This is an optimization exercise on Yosys and OpenROAD, whose aim is small area, a short achievable clock period and few clock cycles, not a production implementation.
In this exercise RTL edits were held to simulation tests only and were not proved equivalent to the original.

## flow/design.v (module list and top-level ports; edited modules follow where they fit)
// module qsim_ctrl: 114 lines
// module qsim_mem_seq: 58 lines
// module qsim_cmac: 14893 lines
// module qsim_top: 75 lines
module qsim_top (
  input  logic        clk,
  input  logic        reset_n,
  input  logic        dut_valid,
  output logic        dut_ready,
  output logic [4:0]  q_state_input_sram_read_address,
  input  logic [63:0] q_state_input_sram_read_data,
  output logic [12:0] q_gates_sram_read_address,
  input  logic [63:0] q_gates_sram_read_data,
  output logic [12:0] scratchpad_sram_read_address,
  input  logic [63:0] scratchpad_sram_read_data,
  output logic        q_state_output_sram_write_enable,
  output logic [4:0]  q_state_output_sram_write_address,
  output logic [63:0] q_state_output_sram_write_data,
  output logic        scratchpad_sram_write_enable,
  output logic [12:0] scratchpad_sram_write_address,
  output logic [63:0] scratchpad_sram_write_data
);
  // ...
==> flow/flow/run.sh <==
#!/bin/bash
# The standard layout, with two changes:
#  - after the standard synthesis, flow/fixpol.py picks the polarity of each
#    full adder so that fewer inverters are needed (combinational cells
#    only; registers are untouched);
#  - timing repair aims at a setup slack margin of SETUP_MARGIN ns.
# Each step's full output goes to a log file here.
set -euo pipefail
SETUP_MARGIN=${SETUP_MARGIN:-6.3}
bash standard.sh synth > synth.log 2>&1
net=orfs/results/${FLOW_PLATFORM:-sky130hd}/qsim_top/base/1_2_yosys.v
cp "$net" 1_2_yosys.orig.v
python3 flow/fixpol.py "$net" > fixpol.log 2>&1
bash standard.sh SETUP_SLACK_MARGIN=$SETUP_MARGIN ${FLOW_TARGET:-finish} > layout.log 2>&1
==> flow/flow/fixpol.py <==
#!/usr/bin/env python3
"""Choose the polarity of each full adder in a mapped sky130 netlist so that
fewer inverters are needed, and rewrite the netlist in place.

A full adder with all three inputs inverted gives both outputs inverted, so
each fa cell may instead take the complement of its inputs and deliver the
complement of its outputs. Inverters between cells are collapsed, a polarity
is chosen per full adder by local search, and one inverter is put back for
each signal that some load still needs inverted. Registers and every other
cell are left as they are.

usage: fixpol.py NETLIST.v
"""
import re
import sys

OUT_PINS = {'X', 'Y', 'Q', 'Q_N', 'SUM', 'COUT', 'HI', 'LO'}

path = sys.argv[1]
text = open(path).read()

cell_re = re.compile(r'^  (sky130_fd_sc_hd__\w+) (\S+)\s*\((.*?)\);\n', re.S | re.M)
pin_re = re.compile(r'\.(\w+)\(([^()]*?)\s*\)')

cells = []
first = None
last = None
for m in cell_re.finditer(text):
    if first is None:
        first = m.start()
    last = m.end()
    pins = [(p, n.strip()) for p, n in pin_re.findall(m.group(3))]
    cells.append([m.group(1), m.group(2), pins])
assert len(cells) == len(re.findall(r'^  sky130_fd_sc_hd__', text, re.M)), 'unparsed cells'
head = text[:first]
tail = text[last:]
assert '  assign' not in text[first:last]

ports = set(re.findall(r'^\s*(?:input|output|inout)\s+(?:\[[^\]]*\]\s*)?(\S+);', head, re.M))


def is_port(n):
    base = n.split('[')[0].strip()
    return base in ports


driver = {}
for ci, (typ, name, pins) in enumerate(cells):
    for p, n in pins:
        if p in OUT_PINS:
            driver[n] = ci


def is_inv(ci):
    return re.match(r'sky130_fd_sc_hd__inv_\d+$', cells[ci][0]) is not None


def pin(ci, p):
    for q, n in cells[ci][2]:
        if q == p:
            return n
    return None


# collapsible inverters: driven by a cell, output not a port
coll = set()
for ci in range(len(cells)):
    if is_inv(ci):
        a = pin(ci, 'A')
        y = pin(ci, 'Y')
        if a in driver and not is_port(y) and not is_port(a):
            coll.add(ci)

inv_out = {pin(ci, 'Y'): pin(ci, 'A') for ci in coll}


def resolve(n):
    par = 0
    while n in inv_out:
        n = inv_out[n]
        par ^= 1
    return n, par


is_fa = [cells[ci][0].startswith('sky130_fd_sc_hd__fa_') for ci in range(len(cells))]

# loads: (ci, pin index, source, parity)
loads = []
for ci, (typ, name, pins) in enumerate(cells):
    if ci in coll:
        continue
    for k, (p, n) in enumerate(pins):
        if p in OUT_PINS:
            continue
        s, par = resolve(n)
        loads.append((ci, k, s, par))

# loads that read inverter outputs which are also ports etc. are unaffected
x = [0] * len(cells)
by_src = {}
for li, (ci, k, s, par) in enumerate(loads):
    by_src.setdefault(s, []).append(li)
fa_in = {}
for li, (ci, k, s, par) in enumerate(loads):
    if is_fa[ci]:
        fa_in.setdefault(ci, []).append(li)
fa_out = {}
for ci in range(len(cells)):
    if is_fa[ci]:
        fa_out[ci] = [pin(ci, 'SUM'), pin(ci, 'COUT')]


def src_pol(s):
    d = driver.get(s)
    return x[d] if d is not None and is_fa[d] else 0


def need(li):
    ci, k, s, par = loads[li]
    d = x[ci] if is_fa[ci] else 0
    return par ^ d ^ src_pol(s)


def src_cost(s):
    return 1 if any(need(li) for li in by_src.get(s, [])) else 0


def total():
    return sum(src_cost(s) for s in by_src)


before = sum(1 for ci in range(len(cells)) if is_inv(ci))
base = total()
improved = True
passes = 0
while improved and passes < 50:
    improved = False
    passes += 1
    for f in fa_out:
        srcs = set(fa_out[f]) | {loads[li][2] for li in fa_in.get(f, [])}
        srcs = [s for s in srcs if s in by_src]
        c0 = sum(src_cost(s) for s in srcs)
        x[f] ^= 1
        c1 = sum(src_cost(s) for s in srcs)
        if c1 < c0:
            improved = True
        else:
            x[f] ^= 1
after = total()

# rewrite
new_inv = {}
extra_wires = []
extra_cells = []
for li, (ci, k, s, par) in enumerate(loads):
    p, n = cells[ci][2][k]
    if need(li):
        if s not in new_inv:
            w = '_pinv%d_' % len(new_inv)
            new_inv[s] = w
            extra_wires.append('  wire %s;\n' % w)
            extra_cells.append('  sky130_fd_sc_hd__inv_1 _pinvc%d_ (\n    .A(%s ),\n    .Y(%s)\n  );\n' % (len(extra_cells), s, w))
        cells[ci][2][k] = (p, new_inv[s])
    else:
        cells[ci][2][k] = (p, s)

out = [head.rstrip('\n') + '\n']
out.extend(extra_wires)
for ci, (typ, name, pins) in enumerate(cells):
    if ci in coll:
        continue
    ps = ',\n'.join('    .%s(%s%s)' % (p, n, ' ' if n.startswith('\\') else '') for p, n in pins)
    out.append('  %s %s (\n%s\n  );\n' % (typ, name, ps))
out.extend(extra_cells)
out.append(tail)
open(path, 'w').write(''.join(out))
flipped = sum(x)
print('fixpol: %d full adders, %d flipped; inverters %d -> %d (collapsible %d, needed %d -> %d), %d passes'
      % (len(fa_out), flipped, before, before - len(coll) + len(new_inv), len(coll), base, after, passes))
==> flow/standard.sh <==
#!/bin/bash
# synth_recipe.tcl (not shown) runs the flow's synth.tcl, then flattens the netlist and writes it again
# the make line also repeats each setting of config.mk as NAME=value (left out here)
make -C /OpenROAD-flow-scripts/flow DESIGN_CONFIG=/design/flow/config.mk WORK_HOME=/design/flow/orfs CLKGATE_MAP_FILE= SYNTH_SCRIPT=/design/flow/synth_recipe.tcl "${@:-finish}"
==> flow/config.mk <==
export PLATFORM = sky130hd
export DESIGN_NAME = qsim_top
export DESIGN_NICKNAME = qsim_top
export VERILOG_FILES = /design/flow/design.v
export SDC_FILE = /design/flow/constraint.sdc
export NUM_CORES = 4
export LEC_CHECK = 0
export ABC_AREA = 1
export CAP_MARGIN = 20
export CORE_MARGIN = 2
export CORE_UTILIZATION = 30
export PLACE_DENSITY = 0.4
export SETUP_SLACK_MARGIN = 5
export SLEW_MARGIN = 20
==> flow/constraint.sdc <==
create_clock -name core_clock -period 10.0 [get_ports {clk}]
set_input_delay 2.0000 -clock core_clock [delete_from_list [all_inputs] [get_ports {clk}]]
set_output_delay 2.0000 -clock core_clock [all_outputs]
set_load 0.01 [all_outputs]
==> flow_metrics.py, run 1 <==
metrics = {
    "routing": {
        "routed_wirelength_um": 512000,
        "route.met3.wl_um": 69500,
    },
    "sta": {
        "rsz0062_at_grt": "true",
        "finClkSkew_ps": 110,
        "timing.hold.ws_ps": 324,
        "hold_viol": 0,
        "period_share_pct": 38.2,
        "setup_violations": 0,
        "setup_slack_ps": 6180,
    },
    "placement": {
        "dp.cells": 14500,
        "post-dp-hpwl_um": 364000,
    },
    "finish": {
        "largest_reg_flops": 435,
        "finalNonFillerCells": 14800,
        "regMostFlops": "cmac_i.s1_q",
        "final_common_cell": "xor2_1",
        "clockBufferCount": 183,
        "nets": 12300,
        "postLayoutCellArea_sq_um": 116000,
        "dominant_cells": "multi-input combinational cells",
        "postLayoutCoreUtil_pct": 34.5,
        "clkCellAreaFrac_pct": 4.25,
    },
    "global_routing": {
        "met3_usage_pct": 12.3,
        "antenna_found_initial": 53,
    },
    "critical_path": {
        "required_ps": 10730,
        "arrival_ps": 4550,
        "reg2reg_depth": 7,
    },
    "worst_hold_path": {
        "min_from": "mem_seq_i.row[2][3]$_DFF_P_",
    },
    "clock_tree": {
        "cts_sinks": 1047,
        "cts_setup_buffers": 47,
        "cts_tree": "built",
    },
    "outcome": {
        "status": "complete, no violations",
    },
    "logic_synthesis": {
        "syn_inst": 10300,
    },
    "floorplanning": {
        "ioPinCount": 375,
    },
}
Testbench counts, summed over its fixed seeds: cycles 124,228.
==> run 2: changes to the inputs <==
--- a/flow/config.mk
+++ b/flow/config.mk
@@ -10,4 +10,6 @@
 export CORE_MARGIN = 2
 export CORE_UTILIZATION = 30
+export CTS_CLUSTER_DIAMETER = 100
+export CTS_CLUSTER_SIZE = 30
 export PLACE_DENSITY = 0.4
 export SETUP_SLACK_MARGIN = 5
==> flow_metrics.py, run 2 <==
metrics = {
    "floorplanning": {
        "std_cell_rows": 213,
        "ioPinCount": 375,
        "initial_utilization_pct": 30.1,
        "core_sq_um": 337000,
        "die_area_sq_um": 343000,
        "die_h_um": 585,
        "die_w_um": 585,
    },
    "global_routing": {
        "grt_overflow": 0,
        "grt_pass1_vias": 82600,
        "grt.total_usage_pct": 29.1,
        "grt_pass1_wl_um": 695000,
        "antenna_found_initial": 47,
        "grt_max_degree": 78,
    },
    "sta": {
        "period_share_pct": 37.4,
        "timing.hold.ws_ps": 333,
        "setup_tns_ps": 0,
        "finClkSkew_ps": 88.9,
        "fmax_mhz": 267,
        "hold_viol": 0,
        "setup_violations": 0,
        "worst_pin_slew_ps": 1170,
        "rsz0062_at_grt": "true",
        "max_slew_margin_pct": 21.4,
        "finalMaxSlewViolations": 0,
        "period_minus_slack_ps": 3740,
    },
    "finish": {
        "final_common_cell": "xor2_1",
        "area_delta_synth_final_pct": 13.0,
        "layout-drive-gt1-share_pct": 7.89,
        "top_regs": "cmac_i.s1_q x435, cmac_i.acc x64",
        "regMostFlops": "cmac_i.s1_q",
        "nets": 12200,
        "finalNonFillerCells": 14700,
        "fillCellCount": 34100,
        "largest_reg_flops": 435,
        "postLayoutCoreUtil_pct": 34.1,
        "layout.cells.most_common_list": "xor2_1, o22ai_1, fa_1, inv_1, dfxtp_1",
    },
    "clock_tree": {
        "clockRootBuffer": "clkbuf_16",
        "ctsHoldBuffers": 0,
        "clock_latency_ps": 920,
        "cts_tree": "built",
        "htreeDepth": 3,
        "cts.path.max_buffers": 4,
        "cts_sinks": 1047,
        "cts_buffers": 80,
        "clkTransAtPathRegs_ps": 100,
    },
    "logic_synthesis": {
        "yosysWarnings": 4,
        "synthesis.area_sq_um": 101000,
        "syn_inst": 10300,
        "avgSynthCellArea_sq_um": 9.83,
    },
    "placement": {
        "dp.cells": 14500,
        "place.port_buffers": 357,
        "gp_congestion": 0.975,
        "post-dp-hpwl_um": 364000,
    },
    "routing": {
        "first_pass_iters": 6,
        "ant_nets": 0,
        "route.met3.wl_um": 71300,
        "m1WireLength_um": 218000,
        "drc": 0,
        "routed_wirelength_um": 510000,
        "vias": 81200,
        "wl_per_cell_um": 34.7,
        "wl_met2_um": 199000,
        "top_layer": "met5",
        "drt_iter0_drc": 9618,
        "via_per_inst": 5.52,
    },
    "worst_hold_path": {
        "hold_class": "reg -> reg",
        "min_from": "mem_seq_i.row[2][3]$_DFF_P_",
    },
    "critical_path": {
        "cp-end-kind": "register",
        "required_ps": 10740,
        "cp-start-kind": "register",
        "critPathKind": "reg -> reg",
        "arrival_ps": 4480,
        "path_max_fanout": 32,
        "critPathLaunch": "cmac_i.vc_1[2]$_DFF_P_",
        "regToRegStartpoint": "cmac_i.vc_1[2]$_DFF_P_",
    },
    "flow_run": {
        "timing.max_cap.violations": 0,
    },
    "outcome": {
        "status": "complete, no violations",
    },
}
==> run 2: changes by cell type in the layout (fill, tap and decap cells not counted), moves of 11 or more <==
cell / previous run / this run
clkbuf_8: 33 / 18
inv_12: 0 / 11
buf_6: 94 / 107
clkbuf_16: 146 / 87
buf_8: 35 / 19
clkbuf_1: 19 / 3
bufinv_16: 16 / 2
clkinv_2: 26 / 4
==> run 2: metrics by stage <==
| stage | cell area [sq um] | setup slack, ps |
|---|---|---|
| after CTS | 113000 | 6300 |
| after global routing | 115000 | 6160 |
| final | 115000 | 6260 |
| after detailed placement | 109000 | 5580 |
| after global placement | 109000 | 5430 |
| after floorplan | 101000 | 6390 |
==> run 2: critical path: stages (launching register included) <==
cell,delay (ps)
dfxtp_1,310
inv_1,60
buf_6,370
o22ai_1,200
xor2_1,420
fa_2,310
inv_1,80
fa_2,640
fa_1,510
fa_1,560
inv_1,40
==> run 2: cell type report <==
| class | instances | area (sq um) | area share (%) |
|---|---|---|---|
| sequential | 1047 | 21500 | 18.8 |
| multi-input combinational | 7050 | 72000 | 62.8 |
| clock inverter | 55 | 1030 | 0.902 |
| antenna | 13 | 32.5 | 0.0284 |
| timing repair buffer | 717 | 7510 | 6.55 |
| timing repair inverter | 9 | 67.6 | 0.0589 |
| inverter | 1229 | 4830 | 4.21 |
| clock buffer | 86 | 2080 | 1.81 |
| tap | 4515 | 5650 | 4.93 |
==> run 2: final timing paths <==
kind	end	slack, ps	cells past startpoint
max in group asynchronous	ctrl_i.col[1]$_DFFE_PN0P_	8140	2
max	cmac_i.s1_q[112]$_DFF_P_	6260	10
min reg2reg	mem_seq_i.row[3][3]$_DFF_P_	330	0
max reg2reg	cmac_i.s1_q[112]$_DFF_P_	6260	10
min	mem_seq_i.row[3][3]$_DFF_P_	330	0
min in group asynchronous	ctrl_i.col[2]$_DFFE_PN0P_	1280	2
==> run 2: timing repair <==
| item | in CTS | in global routing |
|---|---|---|
| pin swaps | 0 | 13 |
| cloned | 9 | 5 |
| endpoints found under the setup margin | 460 | 123 |
| setup buffers | 50 | 31 |
| gates resized for setup | 477 | 309 |
==> run 2: layer usage <==
layer	vias up	GRT usage, %
met5	-	0.266
met2	5210	39.2
met4	62	10.4
met3	874	12.9
li1	33000	-
met1	42100	40.6
==> module qsim_ctrl, before the edit <==
module qsim_ctrl (
  input  logic        clk,
  input  logic        reset_n,
  input  logic        dut_valid,
  input  logic [63:0] header,
  input  logic        run_done,
  output logic        dut_ready,
  output logic [4:0]  in_rd_addr,
  output logic [12:0] gate_rd_addr,
  output logic [12:0] scratch_rd_addr,
  output logic        iss_valid,
  output logic        iss_first,
  output logic        iss_last,
  output logic        iss_last_gate,
  output logic        iss_final,
  output logic [3:0]  iss_row,
  output logic        iss_wbuf,
  output logic        iss_scratch
);
  logic       hdr;
  logic       busy;
  logic [3:0] nm;       
  logic [4:0] mlast;    
  logic [3:0] col;
  logic [3:0] row;
  logic [4:0] gate;
  logic [2:0] stall;
  logic last_col, last_row, last_gate;
  assign last_col  = (col == nm);
  assign last_row  = (row == nm);
  assign last_gate = (gate == mlast);
  assign scratch_rd_addr = {8'd0, gate[0], col};
  assign iss_first     = (col == 4'd0);
  assign iss_last      = last_col;
  assign iss_last_gate = last_gate;
  assign iss_final     = last_col && last_row && last_gate;
  assign iss_row       = row;
  assign iss_wbuf      = ~gate[0];
  assign iss_scratch   = (gate != 5'd0);
  logic [2:0] gap;
  always_comb begin
    case (nm)
      4'd0:    gap = 3'(qsim_pkg::PIPE_LAT - 1);
      4'd1:    gap = 3'(qsim_pkg::PIPE_LAT - 2);
      4'd3:    gap = 3'(qsim_pkg::PIPE_LAT - 4);
      default: gap = 3'd0;
    endcase
  end
  always_ff @(posedge clk or negedge reset_n) begin
    if (!reset_n) begin
      dut_ready    <= 1'b1;
      hdr          <= 1'b0;
      busy         <= 1'b0;
      iss_valid    <= 1'b0;
      nm           <= '0;
      mlast        <= '0;
      col          <= '0;
      row          <= '0;
      gate         <= '0;
      stall        <= '0;
      in_rd_addr   <= '0;
      gate_rd_addr <= '0;
    end else if (dut_ready) begin
      if (dut_valid) begin
        dut_ready    <= 1'b0;
        hdr          <= 1'b1;
        in_rd_addr   <= 5'd1;
        gate_rd_addr <= '0;
        col          <= '0;
        row          <= '0;
        gate         <= '0;
      end
    end else if (hdr) begin
      hdr       <= 1'b0;
      nm        <= 4'((5'd1 << header[34:32]) - 5'd1);
      mlast     <= header[4:0] - 5'd1;
      busy      <= 1'b1;
      iss_valid <= 1'b1;
    end else if (busy) begin
      if (iss_valid) begin
        gate_rd_addr <= gate_rd_addr + 13'd1;
        if (!last_col) begin
          col        <= col + 4'd1;
          in_rd_addr <= in_rd_addr + 5'd1;
        end else begin
          col        <= '0;
          in_rd_addr <= 5'd1;
          if (!last_row) begin
            row <= row + 4'd1;
          end else begin
            row <= '0;
            if (last_gate) begin
              busy       <= 1'b0;
              iss_valid  <= 1'b0;
              in_rd_addr <= '0;
            end else begin
              gate <= gate + 5'd1;
              if (gap != 3'd0) begin
                iss_valid <= 1'b0;
                stall     <= gap - 3'd1;
              end
            end
          end
        end
      end else if (stall == 3'd0) begin
        iss_valid <= 1'b1;
      end else begin
        stall <= stall - 3'd1;
      end
    end else if (run_done) begin
      dut_ready <= 1'b1;
    end
  end
endmodule
==> run 3: changes to the inputs <==
--- a/flow/design.v
+++ b/flow/design.v
@@ -28,4 +28,5 @@
   logic       hdr;
   logic       busy;
+  logic       active;   
   logic [3:0] nm;       
   logic [4:0] mlast;    
@@ -57,5 +58,6 @@
   always_ff @(posedge clk or negedge reset_n) begin
     if (!reset_n) begin
-      dut_ready    <= 1'b1;
+      dut_ready    <= 1'b0;
+      active       <= 1'b0;
       hdr          <= 1'b0;
       busy         <= 1'b0;
@@ -72,4 +74,5 @@
       if (dut_valid) begin
         dut_ready    <= 1'b0;
+        active       <= 1'b1;
         hdr          <= 1'b1;
         in_rd_addr   <= 5'd1;
@@ -116,6 +119,7 @@
         stall <= stall - 3'd1;
       end
-    end else if (run_done) begin
+    end else if (run_done || !active) begin
       dut_ready <= 1'b1;
+      active    <= 1'b0;
     end
   end
==> flow/flow/run.sh (replaced) <==
#!/bin/bash
# The standard layout, with three changes:
#  - after the standard synthesis, flow/fixpol.py picks the polarity of each
#    full adder so that fewer inverters are needed (combinational cells
#    only; registers are untouched);
#  - the port buffers are buf_2 cells instead of the default delay buffers;
#  - timing repair aims at a setup slack margin of SETUP_MARGIN ns.
# Each step's full output goes to a log file here.
set -euo pipefail
SETUP_MARGIN=${SETUP_MARGIN:-6.5}
PORT_BUF=${PORT_BUF:-sky130_fd_sc_hd__buf_2}
bash standard.sh synth > synth.log 2>&1
net=orfs/results/${FLOW_PLATFORM:-sky130hd}/qsim_top/base/1_2_yosys.v
cp "$net" 1_2_yosys.orig.v
python3 flow/fixpol.py "$net" > fixpol.log 2>&1
bash standard.sh SETUP_SLACK_MARGIN=$SETUP_MARGIN "BUFFER_PORTS_ARGS=-buffer_cell $PORT_BUF" ${FLOW_TARGET:-finish} > layout.log 2>&1
==> flow_metrics.py, run 3 <==
metrics = {
    "outcome": {
        "status": "complete, no violations",
    },
    "finish": {
        "regMostFlops": "cmac_i.s1_q",
        "final_common_cell": "xor2_1",
        "largest_reg_flops": 435,
        "postLayoutCoreUtil_pct": 34.3,
        "top_regs": "cmac_i.s1_q x435, cmac_i.acc x64",
        "area_delta_synth_final_pct": 13.9,
        "layout.cells.most_common_list": "xor2_1, o22ai_1, fa_1, inv_1, dfxtp_1",
        "layout-drive-gt1-share_pct": 13.1,
        "fillCellCount": 34100,
        "nets": 12200,
    },
    "floorplanning": {
        "ioPinCount": 375,
        "die_w_um": 585,
        "die_area_sq_um": 342000,
        "die_h_um": 585,
        "initial_utilization_pct": 30.1,
        "core_sq_um": 336000,
        "std_cell_rows": 213,
    },
    "sta": {
        "hold_viol": 0,
        "timing.hold.ws_ps": 337,
        "rsz0062_at_grt": "true",
        "period_minus_slack_ps": 3540,
        "fmax_mhz": 283,
        "finalMaxSlewViolations": 0,
        "worst_pin_slew_ps": 1280,
        "setup_violations": 0,
        "max_slew_margin_pct": 14.4,
        "period_share_pct": 35.4,
        "finClkSkew_ps": 88.0,
        "setup_tns_ps": 0,
    },
    "routing": {
        "vias": 83600,
        "drc": 0,
        "via_per_inst": 5.68,
        "wl_per_cell_um": 36.1,
        "first_pass_iters": 6,
        "ant_nets": 0,
        "drt_iter0_drc": 10800,
        "routed_wirelength_um": 531000,
    },
    "global_routing": {
        "grt_pass1_wl_um": 707000,
        "grt_overflow": 0,
        "grt.total_usage_pct": 29.7,
        "antenna_found_initial": 63,
        "grt_max_degree": 79,
        "grt_pass1_vias": 85800,
    },
    "critical_path": {
        "arrival_ps": 4290,
        "path_common_cell": "fa_1",
        "cp.depth": 8,
        "r2r_slack_ps": 6460,
        "slowest_stage": "fa_1",
        "r2r_end": "cmac_i.s1_q[355]$_DFF_P_",
        "endpoint": "cmac_i.s1_q[355]$_DFF_P_",
        "cp-start-kind": "register",
        "reg2reg_depth": 8,
        "path_cells": "buf_6 > inv_1 > xor2_1 > ha_1 > fa_1 > fa_1 > fa_1 > inv_1",
        "crit_family": "adder cells",
        "critPathLaunch": "cmac_i.ga_3_neg[2]$_DFF_P_",
        "regToRegStartpoint": "cmac_i.ga_3_neg[2]$_DFF_P_",
        "critPathKind": "reg -> reg",
        "path_max_fanout": 32,
        "required_ps": 10750,
        "path_buf_inv": 3,
        "cp-end-kind": "register",
        "slowest_delay_ps": 590,
    },
    "logic_synthesis": {
        "syn_inst": 10200,
        "synthesis.area_sq_um": 101000,
        "avgSynthCellArea_sq_um": 9.91,
        "yosysWarnings": 4,
    },
    "clock_tree": {
        "cts_buffers": 80,
        "clock_latency_ps": 900,
        "cts_sinks": 1048,
        "clkTransAtPathRegs_ps": 110,
        "htreeDepth": 3,
        "cts.path.max_buffers": 4,
        "cts_tree": "built",
        "clockRootBuffer": "clkbuf_16",
    },
    "worst_hold_path": {
        "hold_class": "reg -> reg",
    },
    "placement": {
        "gp_congestion": 0.940,
        "place.port_buffers": 357,
        "post-dp-hpwl_um": 343000,
    },
    "flow_run": {
        "timing.max_cap.violations": 0,
    },
}
-- run 3: how the worst min path moves through the flow --
stage | from | endpoint | slack, ps | cells after the start
after floorplan | mem_seq_i.first_t[1]$_DFF_P_ | mem_seq_i.first_t[2]$_DFF_P_ | 310 | 0
after global routing | mem_seq_i.row[3][2]$_DFF_P_ | mem_seq_i.row[4][2]$_DFF_P_ | 350 | 0
after global placement | mem_seq_i.row[1][1]$_DFF_P_ | mem_seq_i.row[2][1]$_DFF_P_ | 310 | 0
after detailed placement | mem_seq_i.row[4][0]$_DFF_P_ | mem_seq_i.wr_addr[0]$_DFF_P_ | 310 | 0
final | mem_seq_i.last_gate[3]$_DFF_P_ | mem_seq_i.last_gate[4]$_DFF_P_ | 340 | 0
after CTS | mem_seq_i.row[4][2]$_DFF_P_ | mem_seq_i.wr_addr[2]$_DFF_P_ | 340 | 0
-- run 3: layout make-up --
type,count,area (sq um),area share (%)
antenna,51,128,0.111
clock buffer,87,2110,1.83
clock inverter,56,1020,0.886
inverter,1210,4810,4.17
multi-input combinational,6970,71900,62.3
sequential,1048,21700,18.8
tap,4515,5650,4.90
timing repair buffer,780,8100,7.02
timing repair inverter,1,7.51,0.00651
-- run 3: worst register-to-register path, cell delays in order, from the launching register on --
cell	delay (ps)
dfxtp_2	350
buf_6	380
inv_1	260
xor2_1	480
ha_1	330
fa_1	530
fa_1	470
fa_1	590
inv_1	50
-- run 3: metrics by stage --
stage | std cells | setup WS [ps] | instance area (sq um)
detailed placement | 14300 | 5740 | 106000
floorplan | 10200 | 6590 | 101000
global placement | 14300 | 5380 | 106000
global route | 14700 | 6440 | 115000
finish | 14700 | 6460 | 115000
CTS | 14600 | 6460 | 112000
-- run 3: layer usage --
| layer | share of wire, % | global-route usage [%] |
|---|---|---|
| met1 | 40 | 39.1 |
| met2 | 40 | 42.0 |
| met3 | 13 | 11.0 |
| met4 | 6.5 | 15.6 |
| met5 | 0.079 | 0.168 |
-- run 3: repair_timing --
| item | 4_1_cts | 5_1_grt |
|---|---|---|
| hold buffers | 0 | 0 |
| gates resized for setup | 450 | 442 |
| cloned | 8 | 19 |
| endpoints found under the hold margin | 0 | 0 |
| pin swaps | 0 | 42 |
| setup endpoints to repair | 448 | 123 |
| setup buffers | 74 | 80 |
Testbench counts of run 3, summed over its fixed seeds: cycles 124,228.
==> run 4: changes to the inputs <==
--- a/flow/config.mk
+++ b/flow/config.mk
@@ -9,8 +9,8 @@
 export CAP_MARGIN = 20
 export CORE_MARGIN = 2
-export CORE_UTILIZATION = 30
+export CORE_UTILIZATION = 40
 export CTS_CLUSTER_DIAMETER = 100
 export CTS_CLUSTER_SIZE = 30
-export PLACE_DENSITY = 0.4
+export PLACE_DENSITY = 0.5
 export SETUP_SLACK_MARGIN = 5
 export SLEW_MARGIN = 20
==> flow_metrics.py, run 4 <==
metrics = {
    "critical_path": {
        "required_ps": 10670,
        "path_buf_inv": 2,
        "crit_family": "adder cells",
        "cp-start-kind": "register",
        "arrival_ps": 4240,
        "critPathKind": "reg -> reg",
        "slowest_delay_ps": 770,
        "slowest_stage": "dfxtp_4",
        "path_common_cell": "fa_1",
        "cp-end-kind": "register",
        "path_max_fanout": 17,
        "path_cells": "buf_12 > o22ai_1 > xor2_1 > fa_1 > fa_1 > fa_1 > fa_1 > inv_1",
    },
    "clock_tree": {
        "cts.path.max_buffers": 3,
        "htreeDepth": 3,
        "cts_sinks": 1048,
        "clkTransAtPathRegs_ps": 120,
        "cts_tree": "built",
        "clock_latency_ps": 790,
        "cts_buffers": 70,
        "clockRootBuffer": "clkbuf_16",
        "ctsHoldBuffers": 0,
    },
    "floorplanning": {
        "core_sq_um": 252000,
        "initial_utilization_pct": 40.3,
        "die_w_um": 507,
        "ioPinCount": 375,
        "std_cell_rows": 184,
        "die_h_um": 507,
        "die_area_sq_um": 257000,
    },
    "sta": {
        "setup_slack_ps": 6430,
        "setup_tns_ps": 0,
        "worst_pin_slew_ps": 1320,
        "fmax_mhz": 280,
        "setup_violations": 0,
        "finalMaxSlewViolations": 0,
        "period_share_pct": 35.7,
        "period_minus_slack_ps": 3570,
        "finClkSkew_ps": 63.8,
        "max_slew_margin_pct": 11.4,
        "hold_viol": 0,
        "rsz0062_at_grt": "true",
    },
    "placement": {
        "dpl-instance-area_sq_um": 105000,
        "gp_congestion": 1.02,
        "post-dp-hpwl_um": 340000,
        "place_ws_ps": 5760,
        "place.port_buffers": 357,
    },
    "finish": {
        "top_regs": "cmac_i.s1_q x435, cmac_i.acc x64",
        "regArea_sq_um": 21700,
        "final_common_cell": "xor2_1",
        "postLayoutCellArea_sq_um": 114000,
        "fillCellCount": 23700,
        "layout.cells.most_common_list": "xor2_1, o22ai_1, fa_1, inv_1, dfxtp_1",
        "layout-drive-gt1-share_pct": 14.2,
        "largest_reg_flops": 435,
        "nets": 12200,
        "regMostFlops": "cmac_i.s1_q",
        "multi_input_area_sq_um": 72300,
        "area_delta_synth_final_pct": 12.5,
    },
    "logic_synthesis": {
        "yosysWarnings": 4,
        "synthesis.area_sq_um": 101000,
        "syn_inst": 10200,
        "avgSynthCellArea_sq_um": 9.91,
    },
    "flow_run": {
        "timing.max_cap.violations": 0,
    },
    "routing": {
        "first_pass_iters": 8,
        "via_per_inst": 6.27,
        "routed_wirelength_um": 517000,
        "wl_per_cell_um": 38.2,
        "drc": 0,
        "vias": 85000,
        "ant_nets": 0,
        "drt_iter0_drc": 13100,
    },
    "outcome": {
        "status": "complete, no violations",
    },
    "worst_hold_path": {
        "hold_class": "reg -> reg",
    },
    "global_routing": {
        "grt_max_degree": 69,
        "grt_pass1_vias": 83800,
        "grt_pass1_wl_um": 690000,
        "antenna_found_initial": 57,
        "grt.total_usage_pct": 38.5,
        "grt_overflow": 0,
    },
}
## run 4: layout make-up
class	instances	area share (%)
multi-input combinational	6970	63.4
sequential	1048	19.0
timing repair buffer	816	7.14
inverter	1210	4.27
tap	3348	3.68
clock buffer	82	1.65
clock inverter	46	0.673
timing repair inverter	9	0.0593
antenna	26	0.0571
## run 4: worst paths after layout
check                                                   end  slack [ps]                        start  cells after the start
max                                cmac_i.s1_q[256]$_DFF_P_        6430      cmac_i.vc_4[16]$_DFF_P_                      8
min                             mem_seq_i.row[2][1]$_DFF_P_         340  mem_seq_i.row[1][1]$_DFF_P_                      0
max reg2reg                        cmac_i.s1_q[256]$_DFF_P_        6430      cmac_i.vc_4[16]$_DFF_P_                      8
min reg2reg                     mem_seq_i.row[2][1]$_DFF_P_         340  mem_seq_i.row[1][1]$_DFF_P_                      0
max in group asynchronous        ctrl_i.dut_ready$_DFF_PN0_        8040                      reset_n                      2
min in group asynchronous  ctrl_i.in_rd_addr[1]$_DFFE_PN0P_        1380                      reset_n                      2
## run 4: metrics by stage
stage	instances	hold slack, ps	utilization [%]
floorplan	10200	310	-
global placement	13200	312	41.7
detailed placement	13200	314	41.7
CTS	13400	344	43.9
global route	13500	350	45.3
finish	13600	343	45.3
## run 4: metal layers
layer	vias up	GRT usage [%]	share of wire, %
li1	32800	-	-
met2	7469	49.6	37
met1	43000	51.0	39
met4	78	16.2	6.0
met5	-	2.85	0.39
met3	1698	22.6	18
## run 4: worst register-to-register path, delay by kind of cell (launching register included)
family | cells | cell delay [ps]
buffers and inverters | 2 | 360
xor gates and xnor gates | 1 | 180
AOI/OAI and AO/OA | 1 | 140
adders and majority gates | 4 | 2030
DFF | 1 | 770
## run 4: what timing repair did
action	4_1_cts	5_1_grt
resized for setup	484	483
setup buffers	102	100
pin swaps	4	73
cloned	10	18
setup endpoints to repair	368	167
==> run 5: changes to the inputs <==
--- a/flow/flow/fixpol.py
+++ b/flow/flow/fixpol.py
@@ -150,4 +150,9 @@
 
 # rewrite
+# inverters with more than one load get inv_2 (same area as inv_1)
+nload = {}
+for li, (ci, k, s, par) in enumerate(loads):
+    if need(li):
+        nload[s] = nload.get(s, 0) + 1
 new_inv = {}
 extra_wires = []
@@ -160,5 +165,6 @@
             new_inv[s] = w
             extra_wires.append('  wire %s;\n' % w)
-            extra_cells.append('  sky130_fd_sc_hd__inv_1 _pinvc%d_ (\n    .A(%s ),\n    .Y(%s)\n  );\n' % (len(extra_cells), s, w))
+            extra_cells.append('  sky130_fd_sc_hd__inv_%d _pinvc%d_ (\n    .A(%s ),\n    .Y(%s)\n  );\n'
+                               % (2 if nload[s] > 1 else 1, len(extra_cells), s, w))
         cells[ci][2][k] = (p, new_inv[s])
     else:
--- a/flow/config.mk
+++ b/flow/config.mk
@@ -9,8 +9,8 @@
 export CAP_MARGIN = 20
 export CORE_MARGIN = 2
-export CORE_UTILIZATION = 40
+export CORE_UTILIZATION = 30
 export CTS_CLUSTER_DIAMETER = 100
 export CTS_CLUSTER_SIZE = 30
-export PLACE_DENSITY = 0.5
+export PLACE_DENSITY = 0.4
 export SETUP_SLACK_MARGIN = 5
 export SLEW_MARGIN = 20
==> flow_metrics.py, run 5 <==
metrics = {
    "outcome": {
        "status": "complete, no violations",
    },
    "routing": {
        "routed_wirelength_um": 551000,
        "wl_per_cell_um": 37.4,
        "via_per_inst": 5.78,
        "drc": 0,
        "first_pass_iters": 6,
        "ant_nets": 0,
        "vias": 85100,
        "drt_iter0_drc": 11300,
    },
    "clock_tree": {
        "clkTransAtPathRegs_ps": 110,
        "clock_latency_ps": 930,
        "cts_tree": "built",
        "cts_sinks": 1048,
        "htreeDepth": 3,
        "cts.path.max_buffers": 4,
        "cts_buffers": 82,
        "ctsHoldBuffers": 0,
        "clockRootBuffer": "clkbuf_16",
    },
    "critical_path": {
        "r2r_slack_ps": 6430,
        "cp-start-kind": "register",
        "regToRegStartpoint": "cmac_i.gb_2_neg[8]$_DFF_P_",
        "required_ps": 10810,
        "slowest_delay_ps": 540,
        "path_buf_inv": 4,
        "path_max_fanout": 30,
        "path_common_cell": "fa_1",
        "slowest_stage": "fa_1",
        "critPathKind": "reg -> reg",
        "cp-end-kind": "register",
        "r2r_end": "cmac_i.s1_q[181]$_DFF_P_",
        "path_cells": "buf_6 > inv_2 > xor2_1 > fa_1 > inv_1 > fa_1 > fa_1 > fa_1 > inv_1",
        "arrival_ps": 4380,
        "reg2reg_depth": 9,
        "crit_family": "adder cells",
    },
    "finish": {
        "postLayoutCellArea_sq_um": 116000,
        "regMostFlops": "cmac_i.s1_q",
        "postLayoutCoreUtil_pct": 34.6,
        "area_delta_synth_final_pct": 14.8,
        "top_regs": "cmac_i.s1_q x435, cmac_i.acc x64",
        "layout-drive-gt1-share_pct": 15.1,
        "final_common_cell": "xor2_1",
        "largest_reg_flops": 435,
        "nets": 12200,
        "layout.cells.most_common_list": "xor2_1, o22ai_1, fa_1, inv_1, dfxtp_1",
    },
    "sta": {
        "setup_tns_ps": 0,
        "fmax_mhz": 280,
        "period_share_pct": 35.7,
        "timing.hold.ws_ps": 328,
        "rsz0062_at_grt": "true",
        "worst_pin_slew_ps": 1220,
        "hold_viol": 0,
        "finalMaxSlewViolations": 0,
        "setup_violations": 0,
        "finClkSkew_ps": 83.3,
        "period_minus_slack_ps": 3570,
        "max_slew_margin_pct": 18.6,
    },
    "worst_hold_path": {
        "hold_path_depth": 0,
        "hold_class": "reg -> reg",
        "hold_end": "mem_seq_i.row[4][0]$_DFF_P_",
        "min_from": "mem_seq_i.row[3][0]$_DFF_P_",
    },
    "global_routing": {
        "grt_overflow": 0,
        "grt_pass1_vias": 86000,
        "antenna_found_initial": 70,
        "grt_max_degree": 71,
        "grt.total_usage_pct": 30.0,
        "grt_pass1_wl_um": 713000,
    },
    "floorplanning": {
        "initial_utilization_pct": 30.1,
        "die_w_um": 585,
        "std_cell_rows": 213,
        "die_area_sq_um": 342000,
        "core_sq_um": 336000,
        "die_h_um": 585,
        "ioPinCount": 375,
    },
    "placement": {
        "place.port_buffers": 357,
        "gp_congestion": 0.930,
        "dpl-instance-area_sq_um": 106000,
        "post-dp-hpwl_um": 344000,
    },
    "flow_run": {
        "timing.max_cap.violations": 0,
    },
    "logic_synthesis": {
        "yosysWarnings": 4,
        "synthesis.area_sq_um": 101000,
        "avgSynthCellArea_sq_um": 9.91,
        "syn_inst": 10200,
    },
}
run 5: cell count changes in the layout (fill, tap and decap cells not counted), moves of 25 or more:
| cell | before | now |
|---|---|---|
| clkbuf_16 | 92 | 120 |
| fa_2 | 123 | 39 |
| o21ai_1 | 14 | 39 |
| o21ai_0 | 225 | 198 |
| buf_4 | 173 | 138 |
| inv_2 | 15 | 180 |
| fa_1 | 1610 | 1694 |
| clkinvlp_4 | 40 | 3 |
| inv_1 | 1100 | 926 |
run 5: worst max path at each step:
| stage | start | cells past startpoint | endpoint | slack [ps] |
|---|---|---|---|---|
| final | cmac_i.gb_2_neg[8]$_DFF_P_ | 9 | cmac_i.s1_q[181]$_DFF_P_ | 6430 |
| after global routing | ctrl_i.gate_rd_addr[6]$_DFFE_PN0P_ | 1 | q_gates_sram_read_address[6] | 6400 |
| after CTS | ctrl_i.gate_rd_addr[6]$_DFFE_PN0P_ | 1 | q_gates_sram_read_address[6] | 6400 |
| after detailed placement | cmac_i.gb_2_neg[4]$_DFF_P_ | 9 | cmac_i.s1_q[156]$_DFF_P_ | 5900 |
| after global placement | cmac_i.ga_1_neg[8]$_DFF_P_ | 8 | cmac_i.s1_q[75]$_DFF_P_ | 5500 |
| after floorplan | cmac_i.gb_2_neg[2]$_DFF_P_ | 9 | cmac_i.s1_q[217]$_DFF_P_ | 6600 |
run 5: final cells by class:
cell class	instances	area [sq um]
Inverter	1210	5050
Timing Repair Buffer	796	8610
Multi-Input combinational cell	6970	72000
Antenna cell	46	115
Clock buffer	88	2110
Fill cell	34000	220000
Clock inverter	58	1110
Tap cell	4515	5650
Sequential cell	1048	21700
run 5: through the flow:
| stage | worst slack [ps] | std cells |
|---|---|---|
| after floorplan | 6600 | 10200 |
| after global placement | 5500 | 14300 |
| after detailed placement | 5900 | 14300 |
| after CTS | 6400 | 14500 |
| after global routing | 6400 | 14700 |
| final | 6430 | 14700 |
run 5: routing by layer:
metal | track usage [%] | share of wire (%) | up-vias
met5 | 0 | 0.094 | -
met2 | 41.4 | 39 | 7002
li1 | - | - | 32800
met4 | 16.2 | 7.0 | 68
met1 | 39.6 | 39 | 43500
met3 | 12.1 | 15 | 1711
run 5: worst register-to-register path, delay by kind of cell (launching register included):
family     cells  cell delay [ps]
xor+xnor       1              240
flops          1              340
fa+ha+maj      4             1970
buf+inv        4              910
run 5: what timing repair did:
| action | in CTS | in global routing |
|---|---|---|
| hold endpoints to repair | 0 | 0 |
| setup endpoints to repair | 383 | 144 |
| gates cloned | 5 | 36 |
| buffers inserted | 63 | 126 |
| gates resized for setup | 521 | 513 |
| pin swaps | 2 | 20 |
==> run 6: changes to the inputs <==
--- a/flow/config.mk
+++ b/flow/config.mk
@@ -10,6 +10,6 @@
 export CORE_MARGIN = 2
 export CORE_UTILIZATION = 30
-export CTS_CLUSTER_DIAMETER = 100
-export CTS_CLUSTER_SIZE = 30
+export CTS_CLUSTER_DIAMETER = 80
+export CTS_CLUSTER_SIZE = 24
 export PLACE_DENSITY = 0.4
 export SETUP_SLACK_MARGIN = 5
==> flow_metrics.py, run 6 <==
metrics = {
    "global_routing": {
        "grt_pass1_wl_um": 709000,
        "grt_overflow": 0,
        "grt_pass1_vias": 85900,
        "antenna_found_initial": 70,
        "grt_max_degree": 71,
        "grt.total_usage_pct": 29.8,
    },
    "sta": {
        "rsz0062_at_grt": "true",
        "worst_pin_slew_ps": 1190,
        "period_minus_slack_ps": 3600,
        "setup_violations": 0,
        "finClkSkew_ps": 107,
        "finalMaxSlewViolations": 0,
        "period_share_pct": 36.0,
        "max_slew_margin_pct": 20.4,
        "setup_tns_ps": 0,
        "setup_slack_ps": 6400,
        "hold_viol": 0,
        "fmax_mhz": 277,
    },
    "clock_tree": {
        "cts_buffers": 101,
        "clockRootBuffer": "clkbuf_16",
        "clkTransAtPathRegs_ps": 90,
        "ctsHoldBuffers": 0,
        "cts_tree": "built",
        "cts_sinks": 1048,
        "cts.path.max_buffers": 4,
        "htreeDepth": 3,
        "clock_latency_ps": 940,
    },
    "outcome": {
        "status": "complete, no violations",
    },
    "routing": {
        "wl_per_cell_um": 36.9,
        "ant_nets": 0,
        "first_pass_iters": 6,
        "via_per_inst": 5.71,
        "vias": 84300,
        "drc": 0,
        "drt_iter0_drc": 10900,
        "routed_wirelength_um": 544000,
    },
    "critical_path": {
        "arrival_ps": 4390,
        "cp-end-kind": "register",
        "path_cells": "o21ai_1 > xor2_1 > ha_1 > fa_1 > fa_1 > fa_1 > inv_1",
        "path_max_fanout": 3,
        "slowest_delay_ps": 650,
        "slowest_stage": "xor2_1",
        "required_ps": 10790,
        "path_common_cell": "fa_1",
        "critPathKind": "reg -> reg",
        "cp-start-kind": "register",
    },
    "finish": {
        "largest_reg_flops": 435,
        "final_common_cell": "xor2_1",
        "nets": 12200,
        "regMostFlops": "cmac_i.s1_q",
        "layout-drive-gt1-share_pct": 15.3,
        "area_delta_synth_final_pct": 14.8,
        "layout.cells.most_common_list": "xor2_1, o22ai_1, fa_1, inv_1, dfxtp_1",
        "top_regs": "cmac_i.s1_q x435, cmac_i.acc x64",
    },
    "placement": {
        "place.port_buffers": 357,
        "place_ws_ps": 5900,
        "post-dp-hpwl_um": 344000,
        "gp_congestion": 0.930,
    },
    "worst_hold_path": {
        "hold_class": "reg -> reg",
    },
    "logic_synthesis": {
        "synthesis.area_sq_um": 101000,
        "avgSynthCellArea_sq_um": 9.91,
        "yosysWarnings": 4,
        "syn_inst": 10200,
    },
    "floorplanning": {
        "die_h_um": 585,
        "initial_utilization_pct": 30.1,
        "die_area_sq_um": 342000,
        "die_w_um": 585,
        "core_sq_um": 336000,
        "std_cell_rows": 213,
        "ioPinCount": 375,
    },
    "flow_run": {
        "timing.max_cap.violations": 0,
    },
}
[run 6: path summary, 6_finish.rpt]
check / startpoint / endpoint / slack, ps / cells past startpoint
hold / removal: mem_seq_i.row[2][2]$_DFF_P_ / mem_seq_i.row[3][2]$_DFF_P_ / 330 / 0
hold reg to reg: mem_seq_i.row[2][2]$_DFF_P_ / mem_seq_i.row[3][2]$_DFF_P_ / 330 / 0
setup reg to reg: cmac_i.ga_1_one[1]$_DFF_P_ / cmac_i.s1_q[117]$_DFF_P_ / 6400 / 7
max in group asynchronous: reset_n / ctrl_i.gate[0]$_DFFE_PN0P_ / 8120 / 2
setup / recovery: cmac_i.ga_1_one[1]$_DFF_P_ / cmac_i.s1_q[117]$_DFF_P_ / 6400 / 7
min in group asynchronous: reset_n / ctrl_i.in_rd_addr[4]$_DFFE_PN0P_ / 1190 / 2
[run 6: cell type report]
| cell class | instances | area, sq um |
|---|---|---|
| antenna | 40 | 100 |
| clock buffer | 108 | 2620 |
| clock inverter | 75 | 1100 |
| fill | 34000 | 220000 |
| inverter | 1210 | 5070 |
| multi-input combinational | 6970 | 71900 |
| sequential | 1048 | 21700 |
| tap | 4515 | 5650 |
| timing repair buffer | 784 | 8170 |
| timing repair inverter | 2 | 17.5 |
[run 6: repair_timing]
action,in CTS,in global routing
buffers inserted,52,129
gates cloned,5,34
pin swaps,0,41
setup endpoints to repair,393,137
gates resized for setup,559,425
[run 6: stage by stage]
| stage | hold slack (ps) | utilization, % | instances | instance area (sq um) |
|---|---|---|---|---|
| 2_1_floorplan | 310 | - | 10200 | 101000 |
| 3_3_place_gp | 313 | 31.6 | 14300 | 106000 |
| 3_5_place_dp | 312 | 31.6 | 14300 | 106000 |
| 4_1_cts | 325 | 33.5 | 14500 | 113000 |
| 5_1_grt | 325 | 34.6 | 14700 | 116000 |
| 6_report | 326 | 34.6 | 14800 | 116000 |
[run 6: routing by layer]
metal	global-route usage [%]	up-vias	share of wire (%)
li1	-	32900	-
met1	39.3	43000	39
met2	41.3	6776	39
met3	11.6	1586	15
met4	16.3	64	6.7
met5	0	-	0.079
[run 6: critical path: cells and delay by family (launching register included)]
family | cells | cell delay, ps
fa+ha+maj | 4 | 1850
compound gates | 1 | 510
buf+inv | 1 | 40
flops | 1 | 390
xor+xnor | 1 | 650

static timing again, ports no longer ideal:
The results above use ideal ports. As a check the final layouts listed here were re-extracted and re-timed, cells and wires unchanged. Step 1, drivers: a clkbuf_16 drives clk and a buf_2 each remaining input, both assumed. Step 2 also shifts input and output timing later by t, the mid clock arrival at the registers, as if the neighbouring blocks saw the same clock. a / b / c = ideal / step 1 / step 2; a / b = the first two.
| run | t, ns | slack for setup (ns) | worst hold slack (ns) | clock arrival spread, ns | worst slew at a driven data input, ns |
|---|---|---|---|---|---|
| run 1 | 0.973 | 6.185 / 6.185 / 5.592 | 0.324 / 0.324 / 0.324 | 0.110 / 0.111 | 0.28 |
| run 2 | 0.971 | 6.257 / 6.252 / 5.595 | 0.333 / 0.333 / 0.333 | 0.111 / 0.111 | 0.28 |
| run 3 | 0.970 | 6.461 / 6.393 / 6.050 | 0.337 / 0.337 / 0.337 | 0.094 / 0.094 | 0.32 |
| run 4 | 0.867 | 6.430 / 6.430 / 6.021 | 0.343 / 0.343 / 0.343 | 0.065 / 0.065 | 0.19 |
| run 5 | 1.000 | 6.428 / 6.348 / 6.204 | 0.328 / 0.328 / 0.328 | 0.086 / 0.085 | 0.25 |
| run 6 | 1.002 | 6.396 / 6.349 / 6.187 | 0.326 / 0.326 / 0.326 | 0.117 / 0.117 | 0.24 |
After both steps every run listed still meets setup and hold. For run 2, which loses most, drivers alone change the setup slack by -0.005 ns; drivers and shift together by -0.662 ns.
